From an optimization exercise on the open Yosys and OpenROAD flow, aimed at small area, a short achievable clock period and few clock cycles per item; shortcuts taken in it are not production practice.
The RTL was checked by simulation tests, not by an equivalence proof against the original design.

[flow/config.mk]
export PLATFORM = sky130hd
export DESIGN_NAME = csidhScheduler
export DESIGN_NICKNAME = csidhScheduler
export VERILOG_FILES = /design/flow/design.v
export SDC_FILE = /design/flow/constraint.sdc
export NUM_CORES = 4
export LEC_CHECK = 0
export CAP_MARGIN = 20
export CORE_MARGIN = 2
export CORE_UTILIZATION = 40
export SLEW_MARGIN = 20
[flow/design.v]
package csidhPkg;
	localparam int NUM_PRIMES = 130;
	localparam int PRIME_W = 12;
	localparam int KEY_W = 4 * NUM_PRIMES;
	localparam int COF_INIT = 4;
	typedef logic [7:0] primeIdxT;
	typedef union packed {
		logic [3:0] raw;
		struct packed {
			logic sign;
			logic [2:0] mag;
		} sm;
	} expDigitU;
	localparam logic [NUM_PRIMES*PRIME_W-1:0] PRIME_TABLE = {
		12'd3, 12'd5, 12'd7, 12'd11, 12'd13, 12'd17, 12'd19, 12'd23, 12'd29, 12'd31,
		12'd37, 12'd41, 12'd43, 12'd47, 12'd53, 12'd59, 12'd61, 12'd67, 12'd71, 12'd73,
		12'd79, 12'd83, 12'd89, 12'd97, 12'd101, 12'd103, 12'd107, 12'd109, 12'd113,
		12'd127, 12'd131, 12'd137, 12'd139, 12'd149, 12'd151, 12'd157, 12'd163, 12'd167,
		12'd173, 12'd179, 12'd181, 12'd191, 12'd193, 12'd197, 12'd199, 12'd211, 12'd223,
		12'd227, 12'd229, 12'd233, 12'd239, 12'd241, 12'd251, 12'd257, 12'd263, 12'd269,
		12'd271, 12'd277, 12'd281, 12'd283, 12'd293, 12'd307, 12'd311, 12'd313, 12'd317,
		12'd331, 12'd337, 12'd347, 12'd349, 12'd353, 12'd359, 12'd367, 12'd373, 12'd379,
		12'd383, 12'd389, 12'd397, 12'd401, 12'd409, 12'd419, 12'd421, 12'd431, 12'd433,
		12'd439, 12'd443, 12'd449, 12'd457, 12'd461, 12'd463, 12'd467, 12'd479, 12'd487,
		12'd491, 12'd499, 12'd503, 12'd509, 12'd521, 12'd523, 12'd541, 12'd547, 12'd557,
		12'd563, 12'd569, 12'd571, 12'd577, 12'd587, 12'd593, 12'd599, 12'd601, 12'd607,
		12'd613, 12'd617, 12'd619, 12'd631, 12'd641, 12'd643, 12'd647, 12'd653, 12'd659,
		12'd661, 12'd673, 12'd677, 12'd683, 12'd691, 12'd701, 12'd709, 12'd719, 12'd727,
		12'd733, 12'd983
	};
endpackage
`timescale 1ns/1ns
module exponentBank #(
	parameter int MAX_BUDGET = 5
) (
	input logic clk,
	input logic rst,
	input logic load,
	input logic [csidhPkg::KEY_W-1:0] privateKey,
	input csidhPkg::primeIdxT scanIdx,
	input logic direction,
	output logic eligible,
	input logic commit,
	input logic [csidhPkg::NUM_PRIMES-1:0] commitMask
);
	localparam int BUDGET_W = $clog2(MAX_BUDGET + 1);
	logic digitSign [csidhPkg::NUM_PRIMES];
	logic [2:0] digitMag [csidhPkg::NUM_PRIMES];
	logic [BUDGET_W-1:0] budgets [csidhPkg::NUM_PRIMES];
	csidhPkg::primeIdxT readIdx;
	logic idxValid;
	assign idxValid = scanIdx < csidhPkg::primeIdxT'(csidhPkg::NUM_PRIMES);
	always_comb begin
		readIdx = idxValid ? scanIdx : '0;
		eligible = idxValid && digitSign[readIdx] == direction &&
			budgets[readIdx] != '0;
	end
	always_ff @(posedge clk) begin
		if (rst) begin
			for (int i = 0; i < csidhPkg::NUM_PRIMES; i++) begin
				budgets[i] <= '0;
			end
		end else if (load) begin
			for (int i = 0; i < csidhPkg::NUM_PRIMES; i++) begin
				digitSign[i] <= privateKey[4 * (csidhPkg::NUM_PRIMES - 1 - i) + 3];
				digitMag[i] <= privateKey[4 * (csidhPkg::NUM_PRIMES - 1 - i) +: 3];
				budgets[i] <= BUDGET_W'(MAX_BUDGET);
			end
		end else if (commit) begin
			for (int i = 0; i < csidhPkg::NUM_PRIMES; i++) begin
				if (commitMask[i]) begin
					budgets[i] <= budgets[i] - 1'b1;
					if (digitMag[i] != 3'd0) begin
						digitMag[i] <= digitMag[i] - 1'b1;
					end
				end
			end
		end
	end
endmodule
`timescale 1ns/1ns
module primeMultiplier #(
	parameter int COF_W = 64
) (
	input logic clk,
	input logic rst,
	input logic mulStart,
	input logic [COF_W-1:0] mulOperand,
	input logic [csidhPkg::PRIME_W-1:0] mulPrime,
	output logic mulDone,
	output logic [COF_W-1:0] mulProduct
);
	localparam int BIT_CNT_W = $clog2(csidhPkg::PRIME_W);
	logic running;
	logic [BIT_CNT_W-1:0] bitCnt;
	logic [COF_W-1:0] multiplicand;
	logic [csidhPkg::PRIME_W-1:0] primeBits;
	logic [COF_W-1:0] acc;
	assign mulProduct = acc;
	always_ff @(posedge clk) begin
		if (rst) begin
			running <= 1'b0;
			mulDone <= 1'b0;
			bitCnt <= '0;
		end else begin
			mulDone <= 1'b0;
			if (mulStart) begin
				running <= 1'b1;
				bitCnt <= '0;
				acc <= '0;
				multiplicand <= mulOperand;
				primeBits <= mulPrime;
			end else if (running) begin
				if (primeBits[0]) begin
					acc <= acc + multiplicand;
				end
				multiplicand <= multiplicand << 1;
				primeBits <= primeBits >> 1;
				bitCnt <= bitCnt + 1'b1;
				if (bitCnt == BIT_CNT_W'(csidhPkg::PRIME_W - 1)) begin
					running <= 1'b0;
					mulDone <= 1'b1;
				end
			end
		end
	end
endmodule
`timescale 1ns/1ns
module cofactorEngine #(
	parameter int COF_W = 64
) (
	input logic clk,
	input logic rst,
	input logic cofStart,
	input logic [csidhPkg::NUM_PRIMES-1:0] mask,
	output logic cofDone,
	output logic [COF_W-1:0] cofResult,
	output logic mulStart,
	output logic [COF_W-1:0] mulOperand,
	output logic [csidhPkg::PRIME_W-1:0] mulPrime,
	input logic mulDone,
	input logic [COF_W-1:0] mulProduct
);
	localparam logic [1:0] ST_IDLE = 2'd0;
	localparam logic [1:0] ST_STEP = 2'd1;
	localparam logic [1:0] ST_MUL = 2'd2;
	logic [1:0] state;
	csidhPkg::primeIdxT idx;
	logic idxValid;
	logic [csidhPkg::NUM_PRIMES-1:0] maskReg;
	logic [COF_W-1:0] acc;
	assign idxValid = idx < csidhPkg::primeIdxT'(csidhPkg::NUM_PRIMES);
	assign mulStart = state == ST_STEP && idxValid && !maskReg[idx];
	assign mulOperand = acc;
	assign mulPrime = idxValid ? csidhPkg::PRIME_TABLE[csidhPkg::PRIME_W * (csidhPkg::NUM_PRIMES - 1 - int'(idx)) +: csidhPkg::PRIME_W] : '0;
	assign cofResult = acc;
	always_ff @(posedge clk) begin
		if (rst) begin
			state <= ST_IDLE;
			cofDone <= 1'b0;
			idx <= '0;
		end else begin
			cofDone <= 1'b0;
			case (state)
				ST_IDLE: begin
					if (cofStart) begin
						maskReg <= mask;
						acc <= COF_W'(csidhPkg::COF_INIT);
						idx <= '0;
						state <= ST_STEP;
					end
				end
				ST_STEP: begin
					if (!idxValid) begin
						cofDone <= 1'b1;
						state <= ST_IDLE;
					end else if (maskReg[idx]) begin
						idx <= idx + 1'b1;
					end else begin
						state <= ST_MUL;
					end
				end
				ST_MUL: begin
					if (mulDone) begin
						acc <= mulProduct;
						idx <= idx + 1'b1;
						state <= ST_STEP;
					end
				end
				default: begin
					state <= ST_IDLE;
				end
			endcase
		end
	end
endmodule
`timescale 1ns/1ns
module batchSequencer #(
	parameter int BATCH_MAX = 16,
	parameter int COF_W = 64
) (
	input logic clk,
	input logic rst,
	input logic start,
	output logic busy,
	output logic load,
	output csidhPkg::primeIdxT scanIdx,
	output logic direction,
	input logic eligible,
	output logic commit,
	output logic [csidhPkg::NUM_PRIMES-1:0] batchMask,
	output logic cofStart,
	input logic cofDone,
	input logic [COF_W-1:0] cofResult,
	output logic batchValid,
	output logic batchSign,
	output logic [COF_W-1:0] cofactor,
	output logic done
);
	localparam int CNT_W = $clog2(BATCH_MAX + 1);
	localparam logic [2:0] ST_IDLE = 3'd0;
	localparam logic [2:0] ST_LOAD = 3'd1;
	localparam logic [2:0] ST_SCAN = 3'd2;
	localparam logic [2:0] ST_WAIT = 3'd3;
	localparam logic [2:0] ST_REPORT = 3'd4;
	localparam logic [2:0] ST_FINISH = 3'd5;
	logic [2:0] state;
	logic [CNT_W-1:0] memberCnt;
	logic [csidhPkg::NUM_PRIMES-1:0] scanMask;
	logic scanEnd;
	assign scanEnd = memberCnt == CNT_W'(BATCH_MAX) || scanIdx == csidhPkg::primeIdxT'(csidhPkg::NUM_PRIMES);
	assign busy = state != ST_IDLE && state != ST_FINISH;
	assign load = start && !busy;
	assign batchValid = state == ST_REPORT;
	assign commit = state == ST_REPORT;
	assign done = state == ST_FINISH;
	always_ff @(posedge clk) begin
		if (rst) begin
			state <= ST_IDLE;
			scanIdx <= '0;
			direction <= 1'b0;
			memberCnt <= '0;
			scanMask <= '0;
			cofStart <= 1'b0;
		end else begin
			cofStart <= 1'b0;
			case (state)
				ST_IDLE, ST_FINISH: begin
					state <= start ? ST_LOAD : ST_IDLE;
				end
				ST_LOAD: begin
					scanIdx <= '0;
					direction <= 1'b0;
					memberCnt <= '0;
					scanMask <= '0;
					state <= ST_SCAN;
				end
				ST_SCAN: begin
					if (scanEnd) begin
						if (memberCnt != '0) begin
							batchMask <= scanMask;
							cofStart <= 1'b1;
							state <= ST_WAIT;
						end else if (!direction) begin
							direction <= 1'b1;
							scanIdx <= '0;
						end else begin
							state <= ST_FINISH;
						end
					end else begin
						if (eligible) begin
							scanMask[scanIdx] <= 1'b1;
							memberCnt <= memberCnt + 1'b1;
						end
						scanIdx <= scanIdx + 1'b1;
					end
				end
				ST_WAIT: begin
					if (cofDone) begin
						cofactor <= cofResult;
						batchSign <= direction;
						state <= ST_REPORT;
					end
				end
				ST_REPORT: begin
					scanIdx <= '0;
					memberCnt <= '0;
					scanMask <= '0;
					state <= ST_SCAN;
				end
				default: begin
					state <= ST_IDLE;
				end
			endcase
		end
	end
endmodule
`timescale 1ns/1ns
module csidhScheduler #(
	parameter int BATCH_MAX = 16,
	parameter int MAX_BUDGET = 5,
	parameter int COF_W = 64
) (
	input logic clk,
	input logic rst,
	input logic start,
	input logic [csidhPkg::KEY_W-1:0] privateKey,
	output logic busy,
	output logic batchValid,
	output logic batchSign,
	output logic done,
	output logic [csidhPkg::NUM_PRIMES-1:0] batchMask,
	output logic [COF_W-1:0] cofactor
);
	logic load;
	csidhPkg::primeIdxT scanIdx;
	logic direction;
	logic eligible;
	logic commit;
	logic cofStart;
	logic cofDone;
	logic [COF_W-1:0] cofResult;
	logic mulStart;
	logic [COF_W-1:0] mulOperand;
	logic [csidhPkg::PRIME_W-1:0] mulPrime;
	logic mulDone;
	logic [COF_W-1:0] mulProduct;
	exponentBank #(
		.MAX_BUDGET(MAX_BUDGET)
	) bank_i (
		.clk(clk),
		.rst(rst),
		.load(load),
		.privateKey(privateKey),
		.scanIdx(scanIdx),
		.direction(direction),
		.eligible(eligible),
		.commit(commit),
		.commitMask(batchMask)
	);
	batchSequencer #(
		.BATCH_MAX(BATCH_MAX),
		.COF_W(COF_W)
	) seq_i (
		.clk(clk),
		.rst(rst),
		.start(start),
		.busy(busy),
		.load(load),
		.scanIdx(scanIdx),
		.direction(direction),
		.eligible(eligible),
		.commit(commit),
		.batchMask(batchMask),
		.cofStart(cofStart),
		.cofDone(cofDone),
		.cofResult(cofResult),
		.batchValid(batchValid),
		.batchSign(batchSign),
		.cofactor(cofactor),
		.done(done)
	);
	cofactorEngine #(
		.COF_W(COF_W)
	) cof_i (
		.clk(clk),
		.rst(rst),
		.cofStart(cofStart),
		.mask(batchMask),
		.cofDone(cofDone),
		.cofResult(cofResult),
		.mulStart(mulStart),
		.mulOperand(mulOperand),
		.mulPrime(mulPrime),
		.mulDone(mulDone),
		.mulProduct(mulProduct)
	);
	primeMultiplier #(
		.COF_W(COF_W)
	) mul_i (
		.clk(clk),
		.rst(rst),
		.mulStart(mulStart),
		.mulOperand(mulOperand),
		.mulPrime(mulPrime),
		.mulDone(mulDone),
		.mulProduct(mulProduct)
	);
endmodule
[flow/run.sh]
#!/bin/bash
# synth_recipe.tcl (not shown) runs the flow's synth.tcl, then flattens the netlist and writes it again
# the make line also repeats each setting of config.mk as NAME=value (left out here)
make -C /OpenROAD-flow-scripts/flow DESIGN_CONFIG=/design/flow/config.mk WORK_HOME=/design/flow/orfs CLKGATE_MAP_FILE= SYNTH_SCRIPT=/design/flow/synth_recipe.tcl finish
[flow/constraint.sdc]
create_clock -name core_clock -period 8.0 [get_ports {clk}]
set_input_delay 1.6000 -clock core_clock [delete_from_list [all_inputs] [get_ports {clk}]]
set_output_delay 1.6000 -clock core_clock [all_outputs]
set_load 0.01 [all_outputs]
==> impl_metrics.json <==
{
  "outcome": "finished clean",
  "num_vias": 55224,
  "rows": 145,
  "wl_per_cell_um": 32.99,
  "cts_sinks": 1214,
  "setup_tns_ps": 0,
  "synth-edff-count": 659,
  "syn-instance-count": 6216,
  "grt-ovfl-total": 0,
  "wl_met1_um": 112300,
  "clk_latency_ps": 810,
  "multiInputGateArea_um2": 29070,
  "hold_buffers": 0,
  "seq_power_share_pct": 35.2,
  "fin_nets": 7162,
  "clkSlewWorstSetupHoldPaths_ps": 60,
  "grt_antenna_before_repair": 8,
  "intPower_mw": 13.11,
  "finalSetupViolCount": 0,
  "synth_seq_area_share_pct": 49.33,
  "die_x_um": 399.7,
  "dp_hpwl_um": 201700,
  "synth_ff_type": "edfxtp_1",
  "cts_tree": "yes",
  "skew_ps": 68.23,
  "coreArea_um2": 155800,
  "async_flop_share_pct": 0,
  "cp.arrival_ps": 6560,
  "die_area_um2": 159800,
  "io_pins": 721,
  "start_kind": "flop",
  "cts_buffers": 136,
  "remaining_drc_errors": 0,
  "p_comb_share_pct": 36.3,
  "layout_min_cycle_time_ps": 6060,
  "instances_no_fill": 8588,
  "maxCapViolCount": 0,
  "path_class": "reg -> reg",
  "die_h_um": 399.7,
  "cts.path.max_buffers": 3,
  "slew_headroom_pct": 12.30,
  "crit_fanout": 26,
  "crit_required_ps": 8500,
  "numPortBuffers": 330,
  "tightest_slew_ps": 1311,
  "power.switching_mw": 8.878,
  "finalPower_mw": 21.99,
  "routed.top_layer": "met5",
  "ir_drop_uv": 244.7,
  "cts_root_buffer": "clkbuf_16",
  "slew_viol_final": 0,
  "gr-usage-all-layers_pct": 34.55,
  "syn_to_final_growth_pct": 16.90,
  "p_clk_share_pct": 28.5,
  "p_per_area_nw_per_um2": 300.3,
  "grt_start_max_net_pins": 137,
  "dr.pass1.iters": 8,
  "power_leakage_nw": 24.49,
  "drive_gt1_share_pct": 10.11,
  "htree_num_levels": 4,
  "yosys_warnings": 7,
  "met3_length_um": 25700,
  "min_period_over_period_pct": 75.75,
  "drtAntennaViolNets": 0,
  "placed_cells": 8341,
  "place_ws_ps": 2173,
  "worst_setup_path_end_kind": "flop",
  "start_util_pct": 40.19,
  "first_iter_violations": 7008,
  "final.fill_count": 14453,
  "first_global_vias": 51287,
  "fin_ws_ps": 1940,
  "synth_area_per_cell_um2": 10.08,
  "syn_area_um2": 62640,
  "hold_violations": 0,
  "routabilityCongestion": 1.093,
  "grt_pass1_wl_um": 393600,
  "register_area_um2": 30930,
  "hp-class": "reg -> reg",
  "cts_resized": 0,
  "rsz0062_at_grt": "false",
  "met2_length_um": 123900,
  "fmax_mhz": 165.0,
  "finalWirelength_um": 283300,
  "post_cts_buffers": 0,
  "synth_cell_types": 106,
  "syn_nets": 6956,
  "netSwitchingFraction_pct": 40.37,
  "via_per_inst": 6.430,
  "ys_ff_latch": 1214
}
[flip-flops by register name (all words and copies together) (netlist names), 2 cells and up]
name                count
bank_i.budgets        390
bank_i.digitSign      130
cof_i.maskReg         130
seq_i.batchMask       130
seq_i.scanMask        130
cof_i.acc              64
mul_i.acc              64
mul_i.multiplicand     64
seq_i.cofactor         64
mul_i.primeBits        12
cof_i.idx               8
seq_i.scanIdx           8
seq_i.memberCnt         5
mul_i.bitCnt            4
seq_i.state             3
cof_i.state             2
[kinds of logic after synthesis]
| group | after synthesis | synth area share (%) |
|---|---|---|
| xor+xnor | 349 | 5.000 |
| fa+ha+maj | 217 | 4.346 |
| compound gates | 1874 | 19.98 |
| mux | 168 | 3.533 |
| flops | 1214 | 49.33 |
| simple gates | 1608 | 12.84 |
| buf+inv | 786 | 4.972 |
[area by class of cell]
| class | instances | area share, % |
|---|---|---|
| diodes | 5 | 0.01709 |
| inverters | 310 | 1.589 |
| multi-input cells | 4216 | 39.69 |
| well taps | 2058 | 3.516 |
| clock buffers | 173 | 4.936 |
| flip-flops and latches | 1214 | 42.23 |
| repair buffers | 544 | 6.848 |
| clock inverters | 68 | 1.165 |
[power by group through the flow]
stage | logic [mW] | clock network [mW] | registers (mW)
floorplan | 4.55 | 0 | 7.64
global placement | 7.66 | 0 | 7.84
detailed placement | 7.62 | 0 | 7.86
CTS | 7.66 | 6.37 | 7.73
global route | 8.26 | 6.63 | 7.80
finish | 7.98 | 6.26 | 7.75
[cells in the mapped netlist (all sizes together), types with 96 or more instances]
cell,instances,area (um2)
inv,306,1149
buf,116,599.3
and2,96,600.6
nand2,419,1573
nor3,133,670.6
edfxtp,659,19790
a311oi,144,1267
xnor2,185,1620
o21ai,249,1246
dfxtp,555,11110
a21oi,660,3307
clkbuf,360,1351
nand3,266,1331
nor2,328,1239
ha,216,2703
xor2,160,1420
[metal layers]
metal  GRT usage (%)  vias up
li1                -    23815
met1           44.97    27424
met2           52.07     3200
met3           7.188      777
met4           22.45        8
met5               0        -
[placed cells by master (no fill, tap or decap), types with 29 or more instances in the layout]
master,n
nand4_1,57
nand3_1,266
mux2i_1,45
a221oi_1,35
mux2_2,87
edfxtp_1,659
clkdlybuf4s50_1,329
a31oi_1,70
dfxtp_1,545
a21o_1,40
nand2_1,416
o221ai_1,29
buf_4,206
nor4_1,38
nor3_1,124
o21ai_0,237
a311oi_1,143
nor2_1,301
clkbuf_16,137
nor2b_1,40
o211ai_1,44
a32o_1,90
a211oi_1,51
a22o_1,54
o22ai_1,71
mux4_2,33
and2_1,93
and3_1,34
ha_1,214
clkbuf_1,30
xor2_1,158
a21oi_1,656
o31ai_1,30
a22oi_1,63
xnor2_1,181
inv_1,306
[stage by stage]
step                      instance area (um2)  util (%)  hold WS [ps]
after floorplan                         62660         -         408.1
final                                   73230     46.99         426.5
after CTS                               73190     46.96         426.6
after global placement                  68710     44.09         409.8
after global routing                    73220     46.98         430.4
after detailed placement                68720     44.09         415.7
[critical path, stage by stage (launching register included)]
cell and delay, ps:
dfxtp_2 330, clkinv_1 290, ha_1 380, xnor2_1 170
ha_1 660, a21o_1 270, a22o_1 540, o32ai_1 230
or2_2 610, buf_4 330, o211ai_1 100, o311ai_0 150
nor4_1 820, or3_1 250, o311ai_0 260, a32o_1 330
[path summary, 6_finish.rpt]
check                      from             endpoint  cells past startpoint  slack, ps
max                cof_i.idx[1]   mul_i.primeBits[5]                     15       1940
min          seq_i.scanMask[29]  seq_i.batchMask[29]                      0        430
max reg2reg        cof_i.idx[1]   mul_i.primeBits[5]                     15       1940
min reg2reg  seq_i.scanMask[29]  seq_i.batchMask[29]                      0        430
Testbench counts, summed over its fixed seeds: cycles 1,895,399, keys 24.

[re-timing with driven ports]
How much do the figures lean on ideal ports? The routed layout below was timed once more, with nothing changed but the port constraints.
Step 1 sets driving cells, clkbuf_16 on the clock port and buf_2 on the other inputs (assumed; they add their load-dependent delay and slew).
Step 2, shift: input delay + t, output delay - t, t = (earliest + latest rising clock arrival at the registers) / 2. This alone moves slack from input paths to output paths.
a / b / c = no drivers / after step 1 / after step 2; a / b = the first two.
t, ns: 0.856
slack for setup (ns): 1.940 / 1.940 / 1.940
latest minus earliest clock arrival (ns): 0.070 / 0.070
slew at the worst register clock pin (ns): 0.07 / 0.07
After both steps setup and hold are still met in this run. The setup slack of this run moves by 0.000 ns with the drivers and by 0.000 ns with both steps.
